This is an optimization exercise on Yosys and OpenROAD, whose aim is small area, a short achievable clock period and few clock cycles per item, not a production implementation. Function was checked by simulation only, so behaviour that the tests miss may differ from the original. No activity file was given, so power comes from the tool's default toggle rates.

<file path="flow/constraint.sdc">
create_clock -name core_clock -period 3.6 [get_ports {clk}]
set_input_delay 0.7200 -clock core_clock [delete_from_list [all_inputs] [get_ports {clk}]]
set_output_delay 0.7200 -clock core_clock [all_outputs]
set_load 0.01 [all_outputs]
</file>
<file path="flow/design.v">
`timescale 1ns/1ps
module rda_prefix_stage #(
	parameter int FIRST_DIST = 1
) (
	input  logic         clk,
	input  logic         rst,
	input  logic         in_valid,
	input  logic [129:0] in_sym,
	input  logic [63:0]  in_prop,
	output logic         out_valid,
	output logic [129:0] out_sym,
	output logic [63:0]  out_prop
);
	localparam int NUM_SYMBOLS = 65;
	localparam int SECOND_DIST = 2 * FIRST_DIST;
	function automatic logic [1:0] kgp_combine(input logic [1:0] hi, input logic [1:0] lo);
		if (hi[1] != hi[0])
			kgp_combine = lo;
		else
			kgp_combine = hi;
	endfunction
	logic [129:0] lvl1;
	logic [129:0] lvl2;
	for (genvar i = 0; i < NUM_SYMBOLS; i++) begin : g_lvl1
		if (i >= FIRST_DIST) begin : g_comb
			assign lvl1[2*i +: 2] = kgp_combine(in_sym[2*i +: 2], in_sym[2*(i-FIRST_DIST) +: 2]);
		end else begin : g_pass
			assign lvl1[2*i +: 2] = in_sym[2*i +: 2];
		end
	end
	for (genvar i = 0; i < NUM_SYMBOLS; i++) begin : g_lvl2
		if (i >= SECOND_DIST) begin : g_comb
			assign lvl2[2*i +: 2] = kgp_combine(lvl1[2*i +: 2], lvl1[2*(i-SECOND_DIST) +: 2]);
		end else begin : g_pass
			assign lvl2[2*i +: 2] = lvl1[2*i +: 2];
		end
	end
	always_ff @(posedge clk) begin
		if (rst)
			out_valid <= 1'b0;
		else
			out_valid <= in_valid;
		out_sym <= lvl2;
		out_prop <= in_prop;
	end
endmodule
`timescale 1ns/1ps
module rda_core (
	input  logic        clk,
	input  logic        rst,
	input  logic [63:0] req_a,
	input  logic [63:0] req_b,
	input  logic        req_cin,
	input  logic        req_valid,
	output logic [64:0] rsp_sum,
	output logic        rsp_valid
);
	localparam int DATA_WIDTH = 64;
	localparam int PREFIX_STAGES = 3;
	localparam logic [1:0] KGP_KILL = 2'b00;
	localparam logic [1:0] KGP_PROP = 2'b01;
	localparam logic [1:0] KGP_GEN = 2'b11;
	function automatic logic [1:0] kgp_combine(input logic [1:0] hi, input logic [1:0] lo);
		if (hi[1] != hi[0])
			kgp_combine = lo;
		else
			kgp_combine = hi;
	endfunction
	logic [129:0] enc_sym;
	logic         enc_valid;
	logic [129:0] enc_sym_q;
	logic [63:0]  enc_prop_q;
	logic         stage_valid [0:PREFIX_STAGES];
	logic [129:0] stage_sym [0:PREFIX_STAGES];
	logic [63:0]  stage_prop [0:PREFIX_STAGES];
	logic [DATA_WIDTH-1:0] carry;
	logic [1:0]            top_sym;
	logic                  carry_out;
	always_comb begin
		enc_sym[1:0] = req_cin ? KGP_GEN : KGP_KILL;
		for (int i = 0; i < DATA_WIDTH; i++) begin
			if (req_a[i] ^ req_b[i])
				enc_sym[2*(i+1) +: 2] = KGP_PROP;
			else if (req_a[i])
				enc_sym[2*(i+1) +: 2] = KGP_GEN;
			else
				enc_sym[2*(i+1) +: 2] = KGP_KILL;
		end
	end
	always_ff @(posedge clk) begin
		if (rst)
			enc_valid <= 1'b0;
		else
			enc_valid <= req_valid;
		enc_sym_q <= enc_sym;
		enc_prop_q <= req_a ^ req_b;
	end
	assign stage_valid[0] = enc_valid;
	assign stage_sym[0] = enc_sym_q;
	assign stage_prop[0] = enc_prop_q;
	for (genvar s = 0; s < PREFIX_STAGES; s++) begin : g_stage
		rda_prefix_stage #(
			.FIRST_DIST(1 << (2 * s))
		) u_stage (
			.clk       (clk),
			.rst       (rst),
			.in_valid  (stage_valid[s]),
			.in_sym    (stage_sym[s]),
			.in_prop   (stage_prop[s]),
			.out_valid (stage_valid[s+1]),
			.out_sym   (stage_sym[s+1]),
			.out_prop  (stage_prop[s+1])
		);
	end
	always_comb begin
		for (int i = 0; i < DATA_WIDTH; i++) begin
			carry[i] = stage_sym[PREFIX_STAGES][2*i+1];
		end
	end
	assign top_sym = kgp_combine(stage_sym[PREFIX_STAGES][129:128], stage_sym[PREFIX_STAGES][1:0]);
	assign carry_out = top_sym[1];
	always_ff @(posedge clk) begin
		if (rst)
			rsp_valid <= 1'b0;
		else
			rsp_valid <= stage_valid[PREFIX_STAGES];
		rsp_sum <= {carry_out, stage_prop[PREFIX_STAGES] ^ carry};
	end
endmodule
`timescale 1ns/1ps
module rda_result_buffer (
	input  logic        clk,
	input  logic        rst,
	input  logic [64:0] push_data,
	input  logic        push,
	output logic [64:0] rsp_sum,
	output logic        rsp_valid,
	input  logic        rsp_credit,
	output logic        req_credit
);
	localparam int RESULT_DEPTH = 8;
	localparam int OUT_CREDIT_INIT = 4;
	localparam int PTR_WIDTH = 3;
	localparam int COUNT_WIDTH = 4;
	localparam int CREDIT_WIDTH = 3;
	logic [64:0]             mem [0:RESULT_DEPTH-1];
	logic [PTR_WIDTH-1:0]    wr_ptr;
	logic [PTR_WIDTH-1:0]    rd_ptr;
	logic [COUNT_WIDTH-1:0]  count;
	logic [CREDIT_WIDTH-1:0] credits;
	logic                    pop;
	function automatic logic [PTR_WIDTH-1:0] ptr_next(input logic [PTR_WIDTH-1:0] ptr);
		if (ptr == PTR_WIDTH'(RESULT_DEPTH - 1))
			ptr_next = '0;
		else
			ptr_next = ptr + 1'b1;
	endfunction
	assign pop = (count != '0) && (credits != '0);
	assign rsp_valid = pop;
	assign rsp_sum = mem[rd_ptr];
	assign req_credit = pop;
	always_ff @(posedge clk) begin
		if (push)
			mem[wr_ptr] <= push_data;
	end
	always_ff @(posedge clk) begin
		if (rst) begin
			wr_ptr <= '0;
			rd_ptr <= '0;
			count <= '0;
		end else begin
			if (push)
				wr_ptr <= ptr_next(wr_ptr);
			if (pop)
				rd_ptr <= ptr_next(rd_ptr);
			case ({push, pop})
				2'b10: count <= count + 1'b1;
				2'b01: count <= count - 1'b1;
				default: count <= count;
			endcase
		end
	end
	always_ff @(posedge clk) begin
		if (rst) begin
			credits <= CREDIT_WIDTH'(OUT_CREDIT_INIT);
		end else begin
			case ({rsp_credit, pop})
				2'b10: credits <= credits + 1'b1;
				2'b01: credits <= credits - 1'b1;
				default: credits <= credits;
			endcase
		end
	end
endmodule
`timescale 1ns/1ps
module rda_top (
	input  logic        clk,
	input  logic        rst,
	input  logic [63:0] req_a,
	input  logic [63:0] req_b,
	input  logic        req_cin,
	input  logic        req_valid,
	output logic        req_credit,
	output logic [64:0] rsp_sum,
	output logic        rsp_valid,
	input  logic        rsp_credit
);
	logic [64:0] core_sum;
	logic        core_valid;
	rda_core u_core (
		.clk       (clk),
		.rst       (rst),
		.req_a     (req_a),
		.req_b     (req_b),
		.req_cin   (req_cin),
		.req_valid (req_valid),
		.rsp_sum   (core_sum),
		.rsp_valid (core_valid)
	);
	rda_result_buffer u_buffer (
		.clk        (clk),
		.rst        (rst),
		.push_data  (core_sum),
		.push       (core_valid),
		.rsp_sum    (rsp_sum),
		.rsp_valid  (rsp_valid),
		.rsp_credit (rsp_credit),
		.req_credit (req_credit)
	);
endmodule
</file>
<file path="flow/config.mk">
export PLATFORM = sky130hd
export DESIGN_NAME = rda_top
export DESIGN_NICKNAME = rda_top
export VERILOG_FILES = /design/flow/design.v
export SDC_FILE = /design/flow/constraint.sdc
export NUM_CORES = 4
export LEC_CHECK = 0
export CAP_MARGIN = 20
export CORE_MARGIN = 2
export CORE_UTILIZATION = 40
export SLEW_MARGIN = 20
</file>
<file path="flow/run.sh">
#!/bin/bash
# synth_recipe.tcl (not shown) runs the flow's synth.tcl, then flattens the netlist and writes it again
# the make line also repeats each setting of config.mk as NAME=value (left out here)
make -C /OpenROAD-flow-scripts/flow DESIGN_CONFIG=/design/flow/config.mk WORK_HOME=/design/flow/orfs CLKGATE_MAP_FILE= SYNTH_SCRIPT=/design/flow/synth_recipe.tcl finish
</file>
==> summary.md <==
| Metric | Value |
|---|---|
| Post-synthesis sequential area ratio | 68.6% |
| Pwr Density | 727 nW/um2 |
| Crit path DAT | 2.78 ns |
| Initial antenna violation count | 6 |
| Cells after DPL | ~4400 |
| Cts bufs inserted | 133 |
| WHS | between 0.3 and 0.4 ns |
| WP depth | 5 |
| Slew headroom | 40.0% |
| GRT Residual Overflow | 0 |
| Clk buf depth | 3 |
| Startpoint types | flop |
| Share of cells above drive strength 1 | between 10% and 20% |
| Most used cell, CP | buf_12 |
| Root buf cell | clkbuf_16 |
| Top delay family on crit path | buffers and inverters |
| Clock power share | 35.3% |
| Seq pwr share | 49.4% |
| Final setup viols | 0 |
| Logic pwr share | approximately 15% |
| Dpl ws | approximately 0.53 ns |
| Critical path class | flop to output pin |
| Syn_area_per_cell | 15.6 um2 |
| Post-route cell area | 53300 um2 |
| Vias in the first global route | about 23000 |
| Max VDD drop | 0.447 mV |
| Post-Syn Nets | 3047 |
| Most frequent cells in the layout | dfxtp_1, edfxtp_1, maj3_1 |
| Critical path fanouts, max | 17 |
| Drt wl/cell | 19.7 um |
| PortBufs | between 150 and 200 |
| Sw Share | 25.3% |
| Final core utilization | 47.4% |
| Post-route minimum period | approximately 3.5 ns |
| Clk slew on worst S/H paths | 0.06 ns |
| Post-DRT Antenna Nets | 0 |
| P_sw | 9.80 mW |
| Yosys reg bits | between 1000 and 1500 |
| Placed cell area | 48700 um2 |
| Synth Cell Area | 45400 um2 |
| Hpwl dp | 62600 um |
| Mapped Cells | 2905 |
| F_max | 0.286 GHz |
| Pin count of the biggest net entering global routing | 52 |
| Max Slew Vio Count | 0 |
| Starting Density | 40.4% |
| Fin crit share | 97.2% |
| Core area | 112000 um2 |
| Status | no timing/DRC/antenna violations |
| Skew-Pair Late Insertion Delay | 0.72 ns |
| First-pass GRT wire length | 139000 um |
| Slew @ Worst Pin | 0.899 ns |
| Placer congestion estimate | 0.758 |
| Final std cells w/o fill | 4680 |
| Max stage delay on crit path | 0.51 ns |
| # clock sinks | about 1300 |
| DR vias | 22402 |
| Area Growth Syn to Fin | 17.3% |
| Layout Skew | 0.0245 ns |
| TritonRoute pass-1 iters | 5 |
| Boundary Pins | 200 |
| Crit end category | output pin |
| Die ar. | 116000 um2 |
| Die Wd | 341 um |
| WL final | a little over 90000 um |
| Final Hold Fails | 0 |
| Commonest non-fill, non-tap cell in the layout | dfxtp_1 |
| Overall power | 38.8 mW |
| Cts hold-fix bufs | 0 |
| Slowest cell on crit path | mux4_2 |
| Leakage | 18.4 nW |
| Unique masters post-synth | 37 |
| Pint | 29.0 mW |
| CTS HTree Levels | 4 |
| Maxcap violations | 0 |
| Critical Path, Cell by Cell | buf_12 -> buf_12 -> mux4_2 -> mux2_2 -> clkdlybuf4s50_1 |
| Clock tree from TritonCTS | done |
| Critical path buffers and inverters | 3 |
| NumNets Final | 3209 |
| Final WS setup | 0.102 ns |
| Vias per inst | 4.79 |
| FP Rows | 123 |
| Synth warn | 11 |
| Path depth of the worst reg2reg path | 8 |
| Hold Crit Depth | 0 |
| Tot GR Track Use | 15.9% |
| Setup TNS | 0 ns |
| Drt drc | 0 |
| Min-Delay Path Class | flop to flop |
| RSZ-0062 raised after global routing | true |
| DRT iter0 DRCs | approximately 1100 |
| Worst Path Required | approximately 2.9 ns |
| Die height | 341 um |
==> power by group through the flow <==
stage	Sequential, mW	Clock [mW]	Combinational [mW]
6_report	19.1	13.7	5.92
3_5_place_dp	19.5	0	5.85
4_1_cts	19.2	14.1	6.03
3_3_place_gp	19.4	0	5.77
5_1_grt	19.4	14.6	6.41
2_1_floorplan	18.6	0	4.20
==> cell usage after synthesis, drive strengths merged <==
master	number	share of area, %
or3	1	0.014
a2bb2oi	5	0.096
dfxtp	777	34
inv	5	0.041
nor3b	1	0.017
o221ai	10	0.19
xor2	133	2.6
edfxtp	520	34
and2	64	0.88
fa	1	0.044
nor4	1	0.014
a32o	1	0.022
nor3	4	0.044
a21oi	82	0.90
clkbuf	80	0.66
or2	64	0.88
or3b	1	0.019
a31oi	16	0.22
nor2	107	0.88
o22ai	17	0.23
o21ai	61	0.67
nor2b	6	0.083
buf	126	1.5
xnor2	15	0.29
nand2b	4	0.055
ha	8	0.22
mux4	130	6.4
maj3	536	12
mux2i	4	0.088
nand2	57	0.47
mux2	66	1.6
a211oi	2	0.033
==> layer usage <==
metal / track usage [%] / wire, um / vias up / part of all wire [%]
li1: - / - / 10837 / -
met1: 20.4 / 40700 / 11018 / 44
met3: 3.22 / 4270 / 134 / 4.6
met4: 5.34 / 2040 / 0 / 2.2
met5: 0 / 0 / - / 0
met2: 26.7 / 45000 / 413 / 49
==> cells by family (layout without fill, tap and decap cells) <==
| logic type | count (synthesis) | in the layout | synth area share, % |
|---|---|---|---|
| flip-flops | 1297 | 1297 | 68.6 |
| adder cells (fa/ha/maj) | 545 | 545 | 12.4 |
| AND/OR/NAND/NOR | 310 | 310 | 3.36 |
| buffers and inverters | 211 | 482 | 2.24 |
| multiplexers | 200 | 200 | 8.17 |
| AO/OA/AOI/OAI | 194 | 194 | 2.37 |
| XOR/XNOR | 148 | 148 | 2.85 |
| other | 0 | 4 | 0 |
==> flip-flops by register name, indices dropped and copies added, names as in the netlist, named ones only <==
name                              flops
u_buffer.mem                        520
u_core.g_stage.u_stage.out_sym      306
u_core.g_stage.u_stage.out_prop     192
u_core.enc_sym_q                    129
u_core.rsp_sum                       65
u_core.enc_prop_q                    64
u_buffer.count                        4
u_buffer.credits                      3
u_buffer.rd_ptr                       3
u_buffer.wr_ptr                       3
u_core.g_stage.u_stage.out_valid      3
u_core.enc_valid                      1
u_core.rsp_valid                      1
==> final timing paths <==
kind	start	end	slack, ns
worst max-delay path	flop	rsp_sum[12]	0.10
worst min-delay path	u_core.enc_prop_q[9]	u_core.g_stage[0].u_stage.out_prop[9]	0.30
worst max register to register	u_buffer.count[1]	u_buffer.credits[2]	0.86
worst min register to register	u_core.enc_prop_q[9]	u_core.g_stage[0].u_stage.out_prop[9]	0.30
==> repair_timing <==
item                                    in CTS  in global routing
endpoints found under the setup margin      59                 11
setup buffers                                4                  0
resized for setup                           32                 11
cloned                                       1                  1
hold endpoints to repair                     0                  0
==> final cells by class <==
| class | count | area, um2 |
|---|---|---|
| Timing Repair Buffer | 233 | 2460 |
| Antenna cell | 4 | 10.0 |
| Fill cell | 9499 | 59200 |
| Sequential cell | 1297 | 31200 |
| Inverter | 5 | 18.8 |
| Multi-Input combinational cell | 1397 | 13300 |
| Clock buffer | 179 | 3790 |
| Clock inverter | 65 | 666 |
| Tap cell | 1500 | 1880 |
Testbench counts, summed over its fixed seeds: cycles 16,048, items 16,000.

static timing again, ports no longer ideal:
No port has a modelled driver above. Below, the same layout with a new extraction and two added sets of constraints. Step 1 assumes that a clkbuf_16 drives the clock port and a buf_2 every other input. Step 2 moves the port delays by t, midway between the first and last clock arrival at a register: inputs arrive t later, outputs are due t later. That takes back most of the time a late clock gives input paths. a / b / c = no drivers / after step 1 / after step 2; a / b = the first two.
t (ns): 0.774
setup slack, ns: 0.102 / 0.035 / 0.810
worst hold slack (ns): 0.304 / 0.304 / 0.304
latest minus earliest clock arrival (ns): 0.029 / 0.029
pins driven straight from the clock port: 1
After both steps setup and hold are still met in this run. For this run, drivers alone change the setup slack by -0.067 ns; drivers and shift together by +0.708 ns.
